Source: an optimization exercise on an open RTL-to-GDS flow (aim: small area, a short achievable clock period and few clock cycles per item). Production flows keep margins and buffers that such runs may drop. Function was not checked in any run shown here: the RTL went through the layout flow alone. Power figures rest on the tool's default switching activity, not on a simulated workload.

==> design/flow/design.v <==
package mem_ctrl_pkg;
	localparam int AWID  = 32;        
	localparam int DWID  = 64;        
	localparam int TID_W = 4;         
	localparam int SEL_W = DWID / 8;  
	typedef enum logic [1:0] {
		FN_LOAD   = 2'd0,   
		FN_LOADZ  = 2'd1,   
		FN_STORE  = 2'd2,
		FN_SETSEG = 2'd3    
	} mem_func_e;
	typedef enum logic [1:0] {
		SZ_B = 2'd0,   
		SZ_W = 2'd1,   
		SZ_T = 2'd2,   
		SZ_O = 2'd3    
	} mem_size_e;
	typedef enum logic [7:0] {
		FLT_NONE = 8'h00,
		FLT_SGB  = 8'h31   
	} fault_e;
	typedef struct packed {
		logic [AWID-1:0] base;
		logic [AWID-1:0] limit;
	} seg_desc_t;
	typedef union packed {
		logic [DWID-1:0] sdat;
		seg_desc_t       desc;
	} req_payload_u;
	typedef struct packed {
		logic [TID_W-1:0] tid;
		mem_func_e        func;
		mem_size_e        size;
		logic [AWID-1:0]  adr;       
		req_payload_u     payload;
	} mem_req_t;
	typedef struct packed {
		logic [TID_W-1:0] tid;
		fault_e           cause;
		logic [DWID-1:0]  res;
		logic [AWID-1:0]  bad_addr;
	} mem_resp_t;
	typedef struct packed {
		logic             cyc;
		logic             stb;
		logic             we;
		logic [SEL_W-1:0] sel;
		logic [AWID-1:0]  adr;
		logic [DWID-1:0]  dat;
	} bus_req_t;
endpackage
`timescale 1ns/1ps
module load_align (
	input  logic [mem_ctrl_pkg::DWID-1:0] rdata_i,
	input  logic [7:0]                    lane_oh_i,
	input  mem_ctrl_pkg::mem_size_e       size_i,
	input  logic                          zext_i,
	output logic [mem_ctrl_pkg::DWID-1:0] res_o
);
	logic        sz_b;
	logic        sz_w;
	logic        sz_t;
	logic        sz_o;
	logic [7:0]  sgn_sel;    
	logic [7:0]  b0;
	logic [7:0]  b1;
	logic [15:0] b23;
	logic [31:0] b47;
	logic        fill;
	assign sz_b = (size_i == mem_ctrl_pkg::SZ_B);
	assign sz_w = (size_i == mem_ctrl_pkg::SZ_W);
	assign sz_t = (size_i == mem_ctrl_pkg::SZ_T);
	assign sz_o = (size_i == mem_ctrl_pkg::SZ_O);
	always_comb begin
		b0 = '0;
		for (int k = 0; k < 8; k++)
			b0 |= {8{lane_oh_i[k]}} & rdata_i[8*k +: 8];
		b1 = '0;
		for (int j = 0; j < 4; j++)
			b1 |= {8{lane_oh_i[2*j] & ~sz_b}} & rdata_i[16*j + 8 +: 8];
		b23 = ({16{lane_oh_i[0] & (sz_t | sz_o)}} & rdata_i[31:16])
		    | ({16{lane_oh_i[4] & sz_t}} & rdata_i[63:48]);
		b47 = {32{lane_oh_i[0] & sz_o}} & rdata_i[63:32];
		for (int k = 0; k < 8; k++)
			sgn_sel[k] = ~zext_i & ((sz_b & lane_oh_i[k])
				| (sz_w & (k % 2 == 1) & lane_oh_i[k - k % 2])
				| (sz_t & (k % 4 == 3) & lane_oh_i[k - k % 4]));
		fill = 1'b0;
		for (int k = 0; k < 8; k++)
			fill |= sgn_sel[k] & rdata_i[8*k + 7];
		res_o = {b47 | {32{fill}},
		         b23 | {16{fill & (sz_b | sz_w)}},
		         b1  | {8{fill & sz_b}},
		         b0};
	end
endmodule
`timescale 1ns/1ps
module ks_add32 (
	input  logic [31:0] a_i,
	input  logic [31:0] b_i,
	output logic [31:0] s_o
);
	logic [5:0][31:0] g;
	logic [5:0][31:0] p;
	assign g[0] = a_i & b_i;
	assign p[0] = a_i ^ b_i;
	for (genvar l = 1; l < 6; l++) begin : g_lvl
		localparam int D = 1 << (l - 1);
		for (genvar i = 0; i < 32; i++) begin : g_bit
			if (i >= D) begin : g_op
				assign g[l][i] = g[l-1][i] | (p[l-1][i] & g[l-1][i-D]);
				assign p[l][i] = p[l-1][i] & p[l-1][i-D];
			end else begin : g_pass
				assign g[l][i] = g[l-1][i];
				assign p[l][i] = p[l-1][i];
			end
		end
	end
	assign s_o = p[0] ^ {g[5][30:0], 1'b0};
endmodule
module ks_gt32 (
	input  logic [31:0] a_i,
	input  logic [31:0] b_i,
	output logic        gt_o
);
	logic [5:0][31:0] g;
	logic [5:0][31:0] e;
	assign g[0] = a_i & ~b_i;
	assign e[0] = ~(a_i ^ b_i);
	for (genvar l = 1; l < 6; l++) begin : g_lvl
		localparam int D = 1 << (l - 1);
		for (genvar i = 0; i < 32; i++) begin : g_bit
			if (i >= D) begin : g_op
				assign g[l][i] = g[l-1][i] | (e[l-1][i] & g[l-1][i-D]);
				assign e[l][i] = e[l-1][i] & e[l-1][i-D];
			end else begin : g_pass
				assign g[l][i] = g[l-1][i];
				assign e[l][i] = e[l-1][i];
			end
		end
	end
	assign gt_o = g[5][31];
endmodule
`timescale 1ns/1ps
module mem_ctrl_top #(
	parameter int REQ_DEPTH  = 4,
	parameter int RESP_DEPTH = 4
) (
	input  logic                          clk,
	input  logic                          rst,
	input  mem_ctrl_pkg::mem_req_t        req_i,
	input  logic                          req_wr_i,
	output logic                          req_full_o,
	output mem_ctrl_pkg::mem_resp_t       resp_o,
	output logic                          resp_valid_o,
	input  logic                          resp_rd_i,
	output mem_ctrl_pkg::bus_req_t        bus_o,
	input  logic                          ack_i,
	input  logic [mem_ctrl_pkg::DWID-1:0] dat_i
);
	logic [31:0] seg_base;
	logic [31:0] seg_limit;
	logic        st_v;       
	logic        st_cyc;     
	logic        st_ovf;     
	logic        st_rv;      
	logic        st_we;      
	logic [7:0]  st_sel;     
	logic [7:0]  st_loh;     
	logic        st_zx;      
	logic        st_flt;     
	logic [1:0]  st_sz;
	logic [3:0]  st_tid;
	logic [31:0] st_adr;     
	logic [63:0] st_dat;     
	logic [63:0] ld_res;     
	logic        r_v;
	logic        r_flt;
	logic [3:0]  r_tid;
	logic [63:0] r_dat;      
	logic rfree;
	logic leave;
	logic acc;
	logic ack;
	assign ack        = st_cyc & ack_i;
	assign rfree      = ~r_v | resp_rd_i;
	assign leave      = st_v & (~st_cyc | ack_i) & rfree;
	assign req_full_o = (st_cyc & ~ack_i) | (st_rv & ~resp_rd_i);
	assign acc        = req_wr_i & ~req_full_o;
	logic st_load;
	logic dat_hold;
	logic dat_catch;
	assign st_load   = ~req_full_o;
	assign dat_hold  = (st_we & ~ack_i) | (st_ovf & ~rfree);
	assign dat_catch = st_cyc & ~rfree;
	logic st_v_n;
	logic r_v_n;
	assign st_v_n = acc | (st_v & ~leave);
	assign r_v_n  = leave | (r_v & ~resp_rd_i);
	logic [1:0]  q_fn;
	logic [1:0]  q_sz;
	logic [31:0] q_adr;
	logic [63:0] q_pay;
	logic        q_set;
	logic        q_over;
	logic [31:0] q_reloc;
	logic [2:0]  q_lo;
	logic [63:0] q_rep;
	assign q_fn    = req_i.func;
	assign q_sz    = req_i.size;
	assign q_adr   = req_i.adr;
	assign q_pay   = req_i.payload;
	assign q_set   = (q_fn == mem_ctrl_pkg::FN_SETSEG);
	ks_gt32 u_over (
		.a_i  (q_adr),
		.b_i  (seg_limit),
		.gt_o (q_over)
	);
	ks_add32 u_reloc (
		.a_i (seg_base),
		.b_i (q_adr),
		.s_o (q_reloc)
	);
	always_comb begin
		case (q_sz)
		mem_ctrl_pkg::SZ_B: q_lo = 3'b000;
		mem_ctrl_pkg::SZ_W: q_lo = 3'b001;
		mem_ctrl_pkg::SZ_T: q_lo = 3'b011;
		default:            q_lo = 3'b111;
		endcase
	end
	always_comb begin
		for (int k = 0; k < 8; k++) begin
			case (q_sz)
			mem_ctrl_pkg::SZ_B: q_rep[8*k +: 8] = q_pay[7:0];
			mem_ctrl_pkg::SZ_W: q_rep[8*k +: 8] = q_pay[8*(k % 2) +: 8];
			mem_ctrl_pkg::SZ_T: q_rep[8*k +: 8] = q_pay[8*(k % 4) +: 8];
			default:            q_rep[8*k +: 8] = q_pay[8*k +: 8];
			endcase
		end
	end
	logic       q_bus;
	logic [2:0] q_lane;
	logic [7:0] q_sel;
	assign q_bus  = req_wr_i & ~q_set & ~q_over;
	assign q_lane = q_reloc[2:0] & ~q_lo;
	always_comb begin
		for (int k = 0; k < 8; k++)
			q_sel[k] = q_bus & ((q_sz == 2'd3)
				| ((k[2] == q_lane[2]) & ((q_sz == 2'd2)
				| ((k[1] == q_lane[1]) & ((q_sz == 2'd1)
				| (k[0] == q_lane[0]))))));
	end
	always_ff @(posedge clk) begin
		if (rst) begin
			seg_base  <= '0;
			seg_limit <= '1;
			st_v      <= 1'b0;
			st_cyc    <= 1'b0;
			st_ovf    <= 1'b0;
			st_rv     <= 1'b0;
			st_we     <= 1'b0;
			st_sel    <= '0;
			r_v       <= 1'b0;
		end else begin
			if (acc && q_set)
				{seg_base, seg_limit} <= q_pay;
			if (acc)
				st_cyc <= ~q_set & ~q_over;
			else if (ack_i)
				st_cyc <= 1'b0;
			if (st_load) begin
				st_we  <= q_bus & (q_fn == mem_ctrl_pkg::FN_STORE);
				st_sel <= q_sel;
			end else if (ack_i) begin
				st_we  <= 1'b0;
				st_sel <= '0;
			end
			st_v   <= st_v_n;
			r_v    <= r_v_n;
			st_rv  <= st_v_n & r_v_n;
			st_ovf <= ~rfree & (st_ovf | ack);
		end
	end
	always_ff @(posedge clk) begin
		if (st_load) begin
			st_tid <= req_i.tid;
			st_sz  <= q_sz;
			st_loh <= {8{q_bus & ~q_fn[1]}} & (8'd1 << q_lane);
			st_zx  <= (q_fn == mem_ctrl_pkg::FN_LOADZ);
			st_flt <= ~q_set & q_over;
			st_adr <= q_over ? q_adr : {q_reloc[31:3], q_lane};
		end
		if (!dat_hold)
			st_dat <= dat_catch ? ld_res : q_rep;
	end
	load_align u_align (
		.rdata_i   (dat_i),
		.lane_oh_i (st_loh),
		.size_i    (mem_ctrl_pkg::mem_size_e'(st_sz)),
		.zext_i    (st_zx),
		.res_o     (ld_res)
	);
	always_ff @(posedge clk) begin
		if (rfree) begin
			r_tid <= st_tid;
			r_flt <= st_flt;
			r_dat <= st_ovf ? st_dat : {ld_res[63:32], ld_res[31:0] | (st_flt ? st_adr : '0)};
		end
	end
	assign resp_valid_o    = r_v;
	assign resp_o.tid      = r_tid;
	assign resp_o.cause    = r_flt ? mem_ctrl_pkg::FLT_SGB : mem_ctrl_pkg::FLT_NONE;
	assign resp_o.res      = {r_dat[63:32], r_flt ? 32'h0 : r_dat[31:0]};
	assign resp_o.bad_addr = r_flt ? r_dat[31:0] : 32'h0;
	assign bus_o.cyc = st_cyc;
	assign bus_o.stb = st_cyc;
	assign bus_o.we  = st_we;
	assign bus_o.sel = st_sel;
	assign bus_o.adr = st_adr;
	assign bus_o.dat = st_dat;
endmodule
==> design/flow/flow/run.sh <==
#!/bin/bash
# standard layout, with plain buf_1 cells as the port buffers instead of the
# default delay buffers; each step's own log is kept by ORFS under orfs/logs
set -euo pipefail
export BUFFER_PORTS_ARGS="-buffer_cell sky130_fd_sc_hd__buf_1"
bash standard.sh MATCH_CELL_FOOTPRINT=0 finish > standard_make.log 2>&1
==> design/flow/standard.sh <==
#!/bin/bash
# synth_recipe.tcl (not shown) runs the flow's synth.tcl, then flattens the netlist and writes it again
# the make line also repeats each setting of config.mk as NAME=value (left out here)
make -C /OpenROAD-flow-scripts/flow DESIGN_CONFIG=/design/flow/config.mk WORK_HOME=/design/flow/orfs CLKGATE_MAP_FILE= SYNTH_SCRIPT=/design/flow/synth_recipe.tcl "${@:-finish}"
==> design/flow/config.mk <==
export PLATFORM = sky130hd
export DESIGN_NAME = mem_ctrl_top
export DESIGN_NICKNAME = mem_ctrl_top
export VERILOG_FILES = /design/flow/design.v
export SDC_FILE = /design/flow/constraint.sdc
export NUM_CORES = 4
export LEC_CHECK = 0
export ABC_AREA = 1
export CAP_MARGIN = 20
export CORE_MARGIN = 2
export CORE_UTILIZATION = 40
export SETUP_SLACK_MARGIN = 2.0
export SLEW_MARGIN = 20
export TNS_END_PERCENT = 0
==> design/flow/constraint.sdc <==
create_clock -name core_clock -period 4.0 [get_ports {clk}]
set_input_delay 0.8000 -clock core_clock [delete_from_list [all_inputs] [get_ports {clk}]]
set_output_delay 0.8000 -clock core_clock [all_outputs]
set_load 0.01 [all_outputs]
==> flow_summary.json, run 1 <==
{
  "end_kind": "output port",
  "ys_seq_elements": 259,
  "regArea_sq_um": 7000,
  "drc": 0,
  "critical_path.cell_chain": "buf_8 > buf_12 > nor2_1 > clkbuf_2",
  "cts-root-buf": "clkbuf_16",
  "hold_violations": 0,
  "die_h_microns": 207,
  "critPathBufInv": 3,
  "synth_top_area_cell": "edfxtp_1",
  "relSlewSlack": 0.348,
  "multi_input_area_sq_um": 7680,
  "vias_per_cell": 5.29,
  "slew_violations": 0,
  "postCtsHoldBufs": 0,
  "cts-htree-levels": 1,
  "firstDrtPassIters": 5,
  "yosysMostFrequentCell": "nand2_1",
  "fill_cells": 4187,
  "clk_latency_ns": 0.59,
  "timing.final.ws_setup_ns": 1.60,
  "fmax_ghz": 0.417,
  "peakVddDrop_v": 0.000357,
  "place_ws_ns": 0.784,
  "yosysWarnings": 2,
  "worst_pin_slew_ns": 0.977,
  "clk_pin_slew_ns": 0.06,
  "power_density_nw_per_um2": 426,
  "start_kind": "register",
  "wl_per_cell_microns": 22.6,
  "syn_inst": 2179,
  "ys_async_sr_fraction": 0,
  "hpwl_microns": 54200,
  "die-area_sq_um": 42900,
  "io_buffers": 384,
  "crit_required_ns": 3.20,
  "overflow": 0,
  "netlist_top_cells_count": "561 x nand2_1, 297 x inv_1, 210 x nor2_1",
  "drtAntennaViolNets": 0,
  "synth_edf_count": 181,
  "cpPeakStageDelay_ns": 0.42,
  "initial_core_util": 0.405,
  "worstSetupPathType": "register to output port",
  "synthFlopType": "edfxtp_1",
  "min_path_type": "input port to register",
  "fin_tns_setup_ns": 0,
  "cts_buffer_depth": 3,
  "avgSynthCellArea_sq_um": 7.57,
  "cts_sinks": 259,
  "drive_above_1_share": 0.105,
  "rows": 74,
  "path_max_fanout": 10,
  "grt_pass1_vias": 15600,
  "setup_viol": 0,
  "cap_violations": 0,
  "seq_area_frac_synth": 0.424,
  "clock_skew_ns": 0.0156,
  "cts_tree": "yes",
  "grt_max_degree": 87,
  "wl_microns": 69300,
  "numCtsBuffers": 31,
  "drt_iter0_drc": 1613,
  "vias": 16200,
  "status": "complete, no violations",
  "die_w_microns": 207,
  "antenna_found_initial": 2,
  "syn_to_final_growth_pct": 17.9,
  "layout.nets": 2755,
  "yosys-top-cells-area": "edfxtp_1 33%, nand2_1 13%, dfxtp_1 9.5%",
  "yosysUniqueCellTypes": 53,
  "rsz0062_at_grt": "true",
  "fin_crit_sh": 0.599,
  "total_leakage_power_uw": 0.00922,
  "slowest_stage": "edfxtp_1",
  "synth_top_cell_area_share": 0.329,
  "post-route-min-period_ns": 2.40,
  "grt_pass1_wl_microns": 100000,
  "core_region_area_sq_um": 40700,
  "arrival_ns": 1.60,
  "grt_usage": 0.310,
  "crit_family": "buffers and inverters",
  "io-pin-count": 390,
  "routabilityCongestion": 0.953,
  "syn_area_sq_um": 16500
}
## logic make-up after synthesis
| group | count (synthesis) | synth area share |
|---|---|---|
| AOI/OAI and AO/OA | 459 | 0.159 |
| xor gates and xnor gates | 19 | 0.0101 |
| adders and majority gates | 69 | 0.0528 |
| buffers and inverters | 449 | 0.125 |
| DFF | 259 | 0.424 |
| other | 1 | 0.000227 |
| and+or+nand+nor | 923 | 0.229 |
## power by group
group / switching [uW] / total, uW / internal (uW)
combinational: 1360 / 2040 / 675
sequential: 323 / 3610 / 3290
clock: 1170 / 2640 / 1470
## cells in the final DEF (no fill, tap or decap), types with 10 or more instances in the layout
cell type,netlist,routed
nor3_1,20,17
nand2_2,6,10
o211ai_1,17,17
buf_2,12,19
o21ai_0,162,161
inv_1,297,294
o21ai_1,47,47
clkbuf_1,48,11
nand3_1,72,70
edfxtp_1,181,181
ha_1,68,65
o22ai_1,37,36
dfxtp_1,78,77
nor2_2,5,12
buf_4,53,38
o21ai_2,34,35
xnor2_1,14,14
clkbuf_16,0,34
buf_1,10,341
nor2_1,210,195
a21oi_1,129,126
nand2_1,561,556
or2_2,25,24
clkbuf_2,1,23
## registers in the layout (all words and copies together) (netlist names), 2 cells and up
register and flops:
r_dat 64, r_tid 4, seg_base 32, seg_limit 32, st_adr 32, st_dat 64, st_loh 8, st_sel 8
st_sz 2, st_tid 4
## final timing paths
check	from	endpoint	slack, ns	cells past startpoint
max	r_flt$_DFFE_PP_	resp_o[40]	1.60	4
min	req_i[102]	st_tid[2]$_DFFE_PP_	0.39	1
max reg2reg	st_loh[4]$_DFFE_PP_	st_dat[47]$_DFFE_PN_	1.67	8
min reg2reg	st_tid[1]$_DFFE_PP_	r_tid[1]$_DFFE_PP_	0.42	0
## final cells by class
cell class | count | area share
timing repair buffer | 436 | 0.103
tap | 532 | 0.0342
clock inverter | 12 | 0.00289
clock buffer | 44 | 0.0440
sequential | 259 | 0.360
multi-input combinational | 1477 | 0.395
inverter | 308 | 0.0615
antenna | 2 | 0.000257
## repair_timing
item	in CTS	in global routing
setup endpoints to repair	344	344
buffers inserted	8	17
resized for setup	76	45
cloned	5	2
pin swaps	4	1
## layer usage
layer | up-vias | global-route usage | share of wire
li1 | 7748 | - | -
met1 | 7650 | 0.422 | 0.43
met2 | 743 | 0.518 | 0.47
met3 | 101 | 0.0374 | 0.072
met4 | 0 | 0.0926 | 0.032
met5 | - | 0 | 0
## metrics by stage
stage / total power [uW] / instances / utilization / area (sq um) / hold slack (ns)
6_report: 8290 / 3070 / 0.478 / 19500 / 0.389
5_1_grt: 8620 / 3068 / 0.478 / 19500 / 0.388
4_1_cts: 8240 / 3049 / 0.471 / 19200 / 0.368
3_5_place_dp: 5510 / 2980 / 0.441 / 18000 / 0.405
3_3_place_gp: 5490 / 2980 / 0.441 / 18000 / 0.402
2_1_floorplan: 4700 / 2183 / - / 16600 / 0.400
==> run 2, diff against run 1 <==
==> design/flow/flow/run.sh (replaced) <==
#!/bin/bash
# standard layout, with plain buf_1 cells as the port buffers instead of the
# default delay buffers, and adders left to abc instead of the adder cells;
# make's output goes to standard_make.log, each step's log to orfs/logs
set -euo pipefail
export BUFFER_PORTS_ARGS="-buffer_cell sky130_fd_sc_hd__buf_1"
bash standard.sh MATCH_CELL_FOOTPRINT=0 ADDER_MAP_FILE= finish > standard_make.log 2>&1
==> flow_summary.json, run 2 <==
{
  "numCtsBuffers": 31,
  "wl_microns": 72300,
  "largestRegisters": "r_dat: 64 flops, st_dat: 64 flops",
  "regArea_sq_um": 7000,
  "min_to": "st_tid[0]$_DFFE_PP_",
  "syn_to_final_growth_pct": 21.2,
  "path_max_fanout": 5,
  "hpwl_microns": 55400,
  "peakVddDrop_v": 0.000357,
  "die_h_microns": 204,
  "io-pin-count": 390,
  "crit_required_ns": 3.20,
  "seq_area_frac_synth": 0.439,
  "synth_edf_count": 181,
  "netlist_top_cells_count": "596 x nand2_1, 335 x inv_1, 272 x nor2_1",
  "drtAntennaViolNets": 0,
  "status": "complete, no violations",
  "reg2reg_from": "st_sz[1]$_DFFE_PP_",
  "grt_pass1_vias": 15500,
  "end_kind": "output port",
  "ys_seq_elements": 259,
  "synth_top_cell_area_share": 0.341,
  "yosysWarnings": 2,
  "vias": 16900,
  "cts_buffer_depth": 3,
  "slew_violations": 0,
  "syn_area_sq_um": 15900,
  "cap_violations": 0,
  "cts_sinks": 259,
  "clk_latency_ns": 0.61,
  "antenna_found_initial": 9,
  "cts_tree": "yes",
  "post-route-min-period_ns": 2.41,
  "fin_crit_sh": 0.602,
  "hold_violations": 0,
  "final_cell_mix": "586 x nand2_1, 336 x buf_1, 327 x inv_1",
  "arrival_ns": 1.61,
  "io_buffers": 384,
  "core_region_area_sq_um": 39500,
  "yosysMostFrequentCell": "nand2_1",
  "cts-htree-levels": 1,
  "fill_cells": 4095,
  "drive_above_1_share": 0.0839,
  "hp-start": "req_i[100]",
  "fin_tns_setup_ns": 0,
  "relSlewSlack": 0.343,
  "layout.nets": 2758,
  "setup_viol": 0,
  "drc": 0,
  "yosysUniqueCellTypes": 48,
  "die_w_microns": 204,
  "postCtsHoldBufs": 0,
  "routabilityCongestion": 0.956,
  "vias_per_cell": 5.39,
  "clk_pin_slew_ns": 0.06,
  "power_density_nw_per_um2": 445,
  "min_path_type": "input port to register",
  "fmax_ghz": 0.416,
  "wl_per_cell_microns": 23.0,
  "overflow": 0,
  "syn_inst": 2246,
  "start_kind": "register",
  "r2r_slack_ns": 1.61,
  "holdWs_ns": 0.385,
  "multi_input_area_sq_um": 7170,
  "grt_pass1_wl_microns": 100000,
  "synth_top_area_cell": "edfxtp_1",
  "whs_path_depth": 1,
  "drt_iter0_drc": 1834,
  "ys_async_sr_fraction": 0,
  "rsz0062_at_grt": "true",
  "cts-root-buf": "clkbuf_16",
  "die-area_sq_um": 41500,
  "worst-r2r-cell-count": 11,
  "clock_skew_ns": 0.0250,
  "yosys-top-cells-area": "edfxtp_1 34%, nand2_1 14%, dfxtp_1 9.8%",
  "grt_usage": 0.329,
  "synthFlopType": "edfxtp_1",
  "grt_max_degree": 90,
  "avgSynthCellArea_sq_um": 7.10,
  "rows": 73,
  "firstDrtPassIters": 6,
  "worstSetupPathType": "register to output port",
  "r2r_end": "r_dat[45]$_DFFE_PP_",
  "initial_core_util": 0.403,
  "worst_pin_slew_ns": 0.986,
  "total_leakage_power_uw": 0.00927,
  "layout_commonest_cell": "nand2_1"
}
-- run 2: cell families (layout without fill, tap and decap cells) --
family / count (synthesis) / in the layout / share of synthesized area
and+or+nand+nor: 1014 / 1018 / 0.256
buffers and inverters: 483 / 839 / 0.127
AOI/OAI and AO/OA: 461 / 461 / 0.163
DFF: 259 / 259 / 0.439
xor gates and xnor gates: 20 / 20 / 0.0110
muxes: 8 / 8 / 0.00502
other: 1 / 7 / 0.000235
-- run 2: power breakdown --
part	internal [uW]	switching, uW
registers	3270	306
logic	615	1330
clock network	1870	1210
total	5760	2840
-- run 2: through the flow --
step | setup WS (ns) | area, sq um | power [uW] | instances | utilization
finish | 1.59 | 19300 | 8600 | 3137 | 0.489
global placement | 1.01 | 17600 | 5320 | 3044 | 0.444
floorplan | 0.420 | 16000 | 4550 | 2250 | -
global route | 1.50 | 19300 | 8910 | 3137 | 0.489
detailed placement | 0.970 | 17600 | 5330 | 3044 | 0.444
CTS | 1.61 | 18800 | 8440 | 3111 | 0.477
-- run 2: final cells by class --
type	count	share of cell area
Tap cell	525	0.0340
Sequential cell	259	0.362
Multi-Input combinational cell	1512	0.371
Inverter	345	0.0675
Timing Repair Buffer	434	0.109
Clock inverter	20	0.0148
Clock buffer	38	0.0415
Timing Repair inverter	2	0.000647
Antenna cell	2	0.000259
-- run 2: worst max-delay path, cell delays in order (launching register included) --
cell	delay, ns
edfxtp_1	0.41
buf_6	0.17
clkbuf_16	0.17
nor2_1	0.11
buf_2	0.14
-- run 2: worst max path at each step --
| stage | from | cells past startpoint | end |
|---|---|---|---|
| floorplan | resp_rd_i | 4 | st_dat[0]$_DFFE_PN_ |
| global placement | resp_rd_i | 6 | st_dat[63]$_DFFE_PN_ |
| detailed placement | req_i[70] | 12 | st_loh[6]$_DFFE_PP_ |
| CTS | r_flt$_DFFE_PP_ | 4 | resp_o[53] |
| global route | st_sz[1]$_DFFE_PP_ | 12 | st_dat[58]$_DFFE_PN_ |
| finish | r_flt$_DFFE_PP_ | 4 | resp_o[36] |
-- run 2: metal layers --
metal	routed length, microns	GRT usage	vias to the layer above
li1	-	-	7948
met1	29300	0.429	7869
met2	33700	0.546	884
met3	5640	0.0465	183
met4	3530	0.136	10
met5	74	0	-
-- run 2: timing repair --
item / CTS / global route
buffers inserted: 5 / 13
setup endpoints to repair: 450 / 456
pin swaps: 0 / 6
cloned: 4 / 11
gates resized for setup: 55 / 85
==> run 3, diff against run 2 <==
--- a/design/flow/design.v
+++ b/design/flow/design.v
@@ -173,9 +173,9 @@
 	logic [3:0]  st_tid;
 	logic [31:0] st_adr;     
 	logic [63:0] st_dat;     
-	logic [63:0] ld_res;     
 	logic        r_v;
 	logic        r_flt;
+	logic        r_nflt;     
 	logic [3:0]  r_tid;
 	logic [63:0] r_dat;      
 	logic rfree;
@@ -292,10 +292,11 @@
 			st_adr <= q_over ? q_adr : {q_reloc[31:3], q_lane};
 		end
 		if (!dat_hold)
-			st_dat <= dat_catch ? ld_res : q_rep;
+			st_dat <= dat_catch ? dat_i : q_rep;
 	end
+	logic [63:0] ld_res;
 	load_align u_align (
-		.rdata_i   (dat_i),
+		.rdata_i   (st_ovf ? st_dat : dat_i),
 		.lane_oh_i (st_loh),
 		.size_i    (mem_ctrl_pkg::mem_size_e'(st_sz)),
 		.zext_i    (st_zx),
@@ -305,14 +306,15 @@
 		if (rfree) begin
 			r_tid <= st_tid;
 			r_flt <= st_flt;
-			r_dat <= st_ovf ? st_dat : {ld_res[63:32], ld_res[31:0] | (st_flt ? st_adr : '0)};
+			r_nflt <= ~st_flt;
+			r_dat <= {ld_res[63:32], ld_res[31:0] | (st_flt ? st_adr : '0)};
 		end
 	end
 	assign resp_valid_o    = r_v;
 	assign resp_o.tid      = r_tid;
 	assign resp_o.cause    = r_flt ? mem_ctrl_pkg::FLT_SGB : mem_ctrl_pkg::FLT_NONE;
-	assign resp_o.res      = {r_dat[63:32], r_flt ? 32'h0 : r_dat[31:0]};
-	assign resp_o.bad_addr = r_flt ? r_dat[31:0] : 32'h0;
+	assign resp_o.res      = {r_dat[63:32], {32{r_nflt}} & r_dat[31:0]};
+	assign resp_o.bad_addr = {32{r_flt}} & r_dat[31:0];
 	assign bus_o.cyc = st_cyc;
 	assign bus_o.stb = st_cyc;
 	assign bus_o.we  = st_we;
==> design/flow/flow/run.sh (replaced) <==
#!/bin/bash
# standard layout, with plain buf_1 cells as the port buffers instead of the
# default delay buffers; each step's own log is kept by ORFS under orfs/logs
set -euo pipefail
export BUFFER_PORTS_ARGS="-buffer_cell sky130_fd_sc_hd__buf_1"
bash standard.sh MATCH_CELL_FOOTPRINT=0 finish > standard_make.log 2>&1
--- a/design/flow/config.mk
+++ b/design/flow/config.mk
@@ -8,7 +8,10 @@
 export ABC_AREA = 1
 export CAP_MARGIN = 20
 export CORE_MARGIN = 2
-export CORE_UTILIZATION = 40
+export CORE_UTILIZATION = 55
+export CTS_CLUSTER_DIAMETER = 80
+export CTS_CLUSTER_SIZE = 30
+export PLACE_DENSITY = 0.65
 export SETUP_SLACK_MARGIN = 2.0
 export SLEW_MARGIN = 20
 export TNS_END_PERCENT = 0
==> flow_summary.json, run 3 <==
{
  "min_path_type": "input port to register",
  "yosysMostFrequentCell": "nand2_1",
  "io_buffers": 384,
  "rsz0062_at_grt": "true",
  "fmax_ghz": 0.418,
  "core_region_area_sq_um": 28000,
  "clock_skew_ns": 0.0198,
  "drc": 0,
  "syn_inst": 1993,
  "slew_violations": 0,
  "drive_above_1_share": 0.0873,
  "ys_async_sr_fraction": 0,
  "grt_usage": 0.438,
  "cts_buffer_depth": 3,
  "postCtsHoldBufs": 0,
  "peakVddDrop_v": 0.000279,
  "synthFlopType": "edfxtp_1",
  "netlist_top_cells_count": "395 x nand2_1, 246 x nor2_1, 241 x o21ai_0",
  "cts_sinks": 260,
  "die_w_microns": 173,
  "routabilityCongestion": 1.03,
  "worstSetupPathType": "register to register",
  "yosys-top-cells-area": "edfxtp_1 35%, dfxtp_1 9.9%, nand2_1 9.4%",
  "drtAntennaViolNets": 0,
  "cts_tree": "yes",
  "yosysUniqueCellTypes": 48,
  "io-pin-count": 390,
  "vias_per_cell": 6.07,
  "grt_pass1_vias": 15300,
  "layout_commonest_cell": "nand2_1",
  "setup_viol": 0,
  "relSlewSlack": 0.187,
  "syn_area_sq_um": 15700,
  "synth_top_area_cell": "edfxtp_1",
  "synth_edf_count": 182,
  "die_h_microns": 173,
  "cts-htree-levels": 1,
  "fin_crit_sh": 0.598,
  "place_ws_ns": 0.582,
  "path_max_fanout": 24,
  "end_kind": "register",
  "seq_area_frac_synth": 0.447,
  "syn_to_final_growth_pct": 18.0,
  "final_cell_mix": "379 x nand2_1, 368 x buf_1, 239 x nor2_1",
  "total_leakage_power_uw": 0.00820,
  "synth_top_cell_area_share": 0.347,
  "clk_pin_slew_ns": 0.11,
  "rows": 61,
  "worst_pin_slew_ns": 1.21,
  "vias": 16500,
  "yosysWarnings": 2,
  "grt_pass1_wl_microns": 97800,
  "antenna_found_initial": 2,
  "ys_seq_elements": 260,
  "hpwl_microns": 52100,
  "initial_core_util": 0.562,
  "numCtsBuffers": 14,
  "layout.nets": 2570,
  "grt_max_degree": 96,
  "die-area_sq_um": 30000,
  "clk_latency_ns": 0.53,
  "status": "complete, no violations",
  "firstDrtPassIters": 7,
  "cap_violations": 0,
  "cts-root-buf": "clkbuf_16",
  "wl_per_cell_microns": 25.1,
  "fin_tns_setup_ns": 0,
  "crit_required_ns": 4.26,
  "avgSynthCellArea_sq_um": 7.89,
  "holdWs_ns": 0.438,
  "hold_violations": 0,
  "power_density_nw_per_um2": 389,
  "largestRegisters": "r_dat: 64 flops, st_dat: 64 flops",
  "arrival_ns": 2.66,
  "drt_iter0_drc": 2392,
  "overflow": 0,
  "post-route-min-period_ns": 2.39,
  "wl_microns": 68300,
  "start_kind": "register",
  "timing.final.ws_setup_ns": 1.61
}
-- run 3: cell types whose count changed in the layout (fill, tap and decap cells not counted), sizes merged, moves of 25 or more --
cell,before,now
nand2,602,397
buf,404,429
nor2,276,249
o21ai,228,264
clkbuf,68,35
inv,343,231
o22ai,30,5
ha,0,68
nand3,85,43
-- run 3: critical path, cell delays in order (launching register included) --
cell and delay, ns:
dfxtp_4 0.49, inv_8 0.11, o21ai_1 0.51, o21ai_0 0.44, a2111oi_0 0.45, o21ai_1 0.14
-- run 3: path summary, 6_finish.rpt --
check | start | end | slack, ns | cells past startpoint
max reg2reg | st_ovf$_SDFF_PP0_ | r_dat[11]$_DFFE_PP_ | 1.61 | 5
max | st_ovf$_SDFF_PP0_ | r_dat[11]$_DFFE_PP_ | 1.61 | 5
min | req_i[103] | st_tid[3]$_DFFE_PP_ | 0.44 | 1
min reg2reg | st_tid[0]$_DFFE_PP_ | r_tid[0]$_DFFE_PP_ | 0.44 | 0
-- run 3: logic make-up (layout without fill, tap and decap cells) --
| kind of cell | count (synthesis) | after routing | synth area share |
|---|---|---|---|
| xor+xnor | 20 | 20 | 0.0111 |
| compound gates | 491 | 491 | 0.175 |
| other cells | 1 | 7 | 0.000238 |
| fa+ha+maj | 69 | 69 | 0.0554 |
| flops | 260 | 260 | 0.447 |
| buf+inv | 372 | 709 | 0.102 |
| mux | 30 | 30 | 0.0191 |
| simple gates | 750 | 752 | 0.191 |
-- run 3: cell type report --
| cell class | count | area (sq um) |
|---|---|---|
| Clock inverter | 8 | 75.1 |
| Clock buffer | 16 | 379 |
| Tap cell | 378 | 473 |
| Multi-Input combinational cell | 1367 | 7510 |
| Antenna cell | 2 | 5.00 |
| Timing Repair Buffer | 448 | 2160 |
| Inverter | 236 | 923 |
| Timing Repair inverter | 1 | 7.51 |
| Sequential cell | 260 | 7030 |
| Fill cell | 2369 | 9450 |
-- run 3: report_power, final --
group	switching, uW	internal [uW]
logic	1310	609
clock network	993	723
registers	286	3300
total	2580	4630
-- run 3: repair_timing --
action	in CTS	in global routing
setup buffers	23	3
gates resized for setup	99	56
cloned	5	2
endpoints found under the setup margin	351	392
endpoints found under the hold margin	0	0
pin swaps	13	6
-- run 3: metrics by stage --
| stage | total power [uW] | cells | utilization | instance area [sq um] |
|---|---|---|---|---|
| detailed placement | 5310 | 2657 | 0.616 | 17300 |
| floorplan | 4540 | 1997 | - | 15800 |
| global placement | 5280 | 2657 | 0.616 | 17300 |
| CTS | 7060 | 2709 | 0.654 | 18300 |
| finish | 7210 | 2716 | 0.663 | 18600 |
| global route | 7430 | 2714 | 0.662 | 18600 |
-- run 3: routing by layer --
layer  up-vias  share of wire  track usage
met5         -        0.00018            0
met4         2          0.076        0.246
met3       254           0.11       0.0666
met2      1280           0.44        0.697
met1      7617           0.37        0.575
li1       7338              -            -
==> run 4, diff against run 3 <==
--- a/design/flow/design.v
+++ b/design/flow/design.v
@@ -105,11 +105,12 @@
 	assign g[0] = a_i & b_i;
 	assign p[0] = a_i ^ b_i;
 	for (genvar l = 1; l < 6; l++) begin : g_lvl
-		localparam int D = 1 << (l - 1);
+		localparam int H = 1 << (l - 1);
 		for (genvar i = 0; i < 32; i++) begin : g_bit
-			if (i >= D) begin : g_op
-				assign g[l][i] = g[l-1][i] | (p[l-1][i] & g[l-1][i-D]);
-				assign p[l][i] = p[l-1][i] & p[l-1][i-D];
+			if ((i / H) % 2 == 1) begin : g_op
+				localparam int J = (i / H) * H - 1;
+				assign g[l][i] = g[l-1][i] | (p[l-1][i] & g[l-1][J]);
+				assign p[l][i] = p[l-1][i] & p[l-1][J];
 			end else begin : g_pass
 				assign g[l][i] = g[l-1][i];
 				assign p[l][i] = p[l-1][i];
@@ -175,9 +176,9 @@
 	logic [63:0] st_dat;     
 	logic        r_v;
 	logic        r_flt;
-	logic        r_nflt;     
 	logic [3:0]  r_tid;
-	logic [63:0] r_dat;      
+	logic [63:0] r_res;
+	logic [31:0] r_bad;
 	logic rfree;
 	logic leave;
 	logic acc;
@@ -306,15 +307,15 @@
 		if (rfree) begin
 			r_tid <= st_tid;
 			r_flt <= st_flt;
-			r_nflt <= ~st_flt;
-			r_dat <= {ld_res[63:32], ld_res[31:0] | (st_flt ? st_adr : '0)};
+			r_res <= ld_res;
+			r_bad <= st_flt ? st_adr : '0;
 		end
 	end
 	assign resp_valid_o    = r_v;
 	assign resp_o.tid      = r_tid;
 	assign resp_o.cause    = r_flt ? mem_ctrl_pkg::FLT_SGB : mem_ctrl_pkg::FLT_NONE;
-	assign resp_o.res      = {r_dat[63:32], {32{r_nflt}} & r_dat[31:0]};
-	assign resp_o.bad_addr = {32{r_flt}} & r_dat[31:0];
+	assign resp_o.res      = r_res;
+	assign resp_o.bad_addr = r_bad;
 	assign bus_o.cyc = st_cyc;
 	assign bus_o.stb = st_cyc;
 	assign bus_o.we  = st_we;
--- a/design/flow/config.mk
+++ b/design/flow/config.mk
@@ -8,10 +8,9 @@
 export ABC_AREA = 1
 export CAP_MARGIN = 20
 export CORE_MARGIN = 2
-export CORE_UTILIZATION = 55
+export CORE_UTILIZATION = 40
 export CTS_CLUSTER_DIAMETER = 80
 export CTS_CLUSTER_SIZE = 30
-export PLACE_DENSITY = 0.65
 export SETUP_SLACK_MARGIN = 2.0
 export SLEW_MARGIN = 20
 export TNS_END_PERCENT = 0
==> flow_summary.json, run 4 <==
{
  "cpMostUsedCell": "nand2_1",
  "postCtsHoldBufs": 0,
  "crit_start": "req_i[96]",
  "critPathBufInv": 3,
  "clk_latency_ns": 0.55,
  "drtAntennaViolNets": 0,
  "hold_violations": 0,
  "slowest_stage": "o221ai_1",
  "syn_to_final_growth_pct": 18.4,
  "grt_pass1_wl_microns": 86200,
  "path_max_fanout": 36,
  "io-pin-count": 390,
  "synth_top_cell_area_share": 0.410,
  "rows": 72,
  "reg2reg_from": "st_ovf$_SDFF_PP0_",
  "setup_viol": 0,
  "fmax_ghz": 0.411,
  "endpoint": "st_dat[60]$_DFFE_PN_",
  "avgSynthCellArea_sq_um": 8.76,
  "rsz0062_at_grt": "true",
  "netlist_top_cells_count": "344 x nand2_1, 238 x o21ai_0, 213 x edfxtp_1",
  "largestRegisters": "r_res: 64 flops, st_dat: 64 flops",
  "vias_per_cell": 5.43,
  "holdWs_ns": 0.426,
  "ys_async_sr_fraction": 0,
  "seq_area_frac_synth": 0.510,
  "total_leakage_power_uw": 0.00805,
  "clk_pin_slew_ns": 0.10,
  "grt_pass1_vias": 13400,
  "yosysMostFrequentCell": "nand2_1",
  "initial_core_util": 0.404,
  "yosysWarnings": 2,
  "die_h_microns": 201,
  "layout_commonest_cell": "buf_1",
  "die_w_microns": 201,
  "synth_edf_count": 213,
  "worst_pin_slew_ns": 1.01,
  "arrival_ns": 2.70,
  "post-route-min-period_ns": 2.43,
  "synthFlopType": "edfxtp_1",
  "relSlewSlack": 0.323,
  "wl_microns": 59800,
  "die-area_sq_um": 40600,
  "io_buffers": 384,
  "fin_crit_sh": 0.608,
  "worstSetupPathType": "input port to register",
  "fin_cells": 2668,
  "power_uw": 7720,
  "firstDrtPassIters": 5,
  "core_region_area_sq_um": 38600,
  "power_density_nw_per_um2": 418,
  "min_path_type": "input port to register",
  "wl_per_cell_microns": 22.4,
  "drc": 0,
  "numCtsBuffers": 18,
  "crit_required_ns": 4.27,
  "r2r_end": "r_res[3]$_DFFE_PP_",
  "layout.nets": 2381,
  "drt_iter0_drc": 1387,
  "final_cell_mix": "379 x buf_1, 338 x nand2_1, 228 x o21ai_0",
  "synth_top_area_cell": "edfxtp_1",
  "overflow": 0,
  "slew_violations": 0,
  "yosys-top-cells-area": "edfxtp_1 41%, dfxtp_1 10%, nand2_1 8.3%",
  "clock_skew_ns": 0.0244,
  "grt_max_degree": 81,
  "yosysUniqueCellTypes": 45,
  "routabilityCongestion": 0.957,
  "cts-htree-levels": 1,
  "final_cell_area_sq_um": 18500,
  "peakVddDrop_v": 0.000206,
  "status": "complete, no violations",
  "cap_violations": 0,
  "cts_buffer_depth": 3,
  "syn_inst": 1781,
  "end_kind": "register",
  "antenna_found_initial": 4,
  "dp_cells": 2619,
  "cts-root-buf": "clkbuf_16",
  "worst-r2r-cell-count": 5,
  "crit_family": "buffers and inverters",
  "r2r_slack_ns": 1.65,
  "syn_area_sq_um": 15600,
  "fill_cells": 3842,
  "ys_seq_elements": 291,
  "final_core_util": 0.479,
  "drive_above_1_share": 0.0633,
  "cpPeakStageDelay_ns": 0.47,
  "vias": 14500,
  "cp_num_cells": 7,
  "critical_path.cell_chain": "clkbuf_2 > ha_1 > inv_1 > buf_12 > nand2_1 > o221ai_1 > nand2_1",
  "start_kind": "input port",
  "grt_usage": 0.286,
  "place_area_sq_um": 17500,
  "cts_sinks": 291,
  "cts_tree": "yes",
  "hpwl_microns": 47500
}
## run 4: layout make-up
| class | instances | area [sq um] | area share |
|---|---|---|---|
| flip-flops and latches | 291 | 7960 | 0.431 |
| multi-input cells | 1188 | 6530 | 0.353 |
| repair buffers | 422 | 1820 | 0.0986 |
| inverters | 215 | 816 | 0.0442 |
| well taps | 518 | 648 | 0.0351 |
| clock buffers | 19 | 475 | 0.0258 |
| clock inverters | 13 | 209 | 0.0113 |
| diodes | 2 | 5.00 | 0.000271 |
## run 4: worst min path at each step
stage          slack [ns]  depth (start not counted)             endpoint                start
2_1_floorplan        0.40                          0   r_tid[0]$_DFFE_PP_  st_tid[0]$_DFFE_PP_
3_5_place_dp         0.42                          0   r_tid[2]$_DFFE_PP_  st_tid[2]$_DFFE_PP_
5_1_grt              0.41                          1  st_tid[1]$_DFFE_PP_           req_i[101]
4_1_cts              0.41                          1  st_tid[1]$_DFFE_PP_           req_i[101]
3_3_place_gp         0.40                          0   r_tid[3]$_DFFE_PP_  st_tid[3]$_DFFE_PP_
6_report             0.43                          1  st_tid[1]$_DFFE_PP_           req_i[101]
## run 4: metal layers
| metal | track usage | vias up | wire length, microns |
|---|---|---|---|
| met1 | 0.387 | 6872 | 24800 |
| li1 | - | 6772 | - |
| met4 | 0.0804 | 4 | 1680 |
| met2 | 0.471 | 746 | 28000 |
| met5 | 0 | - | 24 |
| met3 | 0.0507 | 91 | 5400 |
## run 4: what timing repair did
action	4_1_cts	5_1_grt
gates cloned	1	0
setup buffers	11	3
resized for setup	50	11
pin swaps	5	1
setup endpoints to repair	320	339
## run 4: power by group
part           switching, uW  internal (uW)
Sequential               213           3670
Combinational           1070            489
Clock                   1240           1030
Total                   2530           5190
## run 4: logic make-up after synthesis
group                    Yosys count  synth area share
adder cells (fa/ha/maj)           72            0.0602
multiplexers                      23            0.0148
other                              1          0.000240
buffers and inverters            306            0.0812
AO/OA/AOI/OAI                    471             0.171
XOR/XNOR                          11           0.00618
AND/OR/NAND/NOR                  606             0.157
flip-flops                       291             0.510
## run 4: stage by stage
stage	TNS, ns	worst slack [ns]
6_report	0	1.57
5_1_grt	0	1.55
4_1_cts	0	1.69
3_5_place_dp	0	0.684
3_3_place_gp	0	0.775
2_1_floorplan	-5.06	-0.0791

==> port drivers added, routing unchanged <==
The flow's constraints put no driver on any port. The routed layouts listed below were extracted and timed again, unchanged, in two steps.
Step 1 (the two cells are an assumption about what drives the block):
set clk [get_ports {clk}]
set_driving_cell -lib_cell sky130_fd_sc_hd__clkbuf_16 $clk
set_driving_cell -lib_cell sky130_fd_sc_hd__buf_2 [delete_from_list [all_inputs] $clk]
Step 2 adds t to the input delays and takes it off the output delays; t is the mean of the earliest and latest rising clock arrival at the registers after step 1. Input paths then give back, and output paths get back, about the clock's delay inside the block.
Three values: no drivers, after step 1, after step 2; two values: the first two.
run | t, ns | slack for setup (ns) | worst register clock-pin slew, ns | worst data-port slew with drivers (ns) | cell pins on the clock port's net
run 1 | 0.638 | 1.603 / 1.547 / 1.055 | 0.07 / 0.07 | 0.11 | 1
run 2 | 0.645 | 1.594 / 1.541 / 1.132 | 0.07 / 0.07 | 0.11 | 1
run 3 | 0.572 | 1.606 / 1.597 / 1.134 | 0.12 / 0.12 | 0.08 | 1
run 4 | 0.593 | 1.568 / 1.590 / 0.997 | 0.11 / 0.11 | 0.11 | 1
After both steps every run listed still meets setup and hold. For run 4, which loses most, drivers alone change the setup slack by +0.022 ns; drivers and shift together by -0.571 ns.
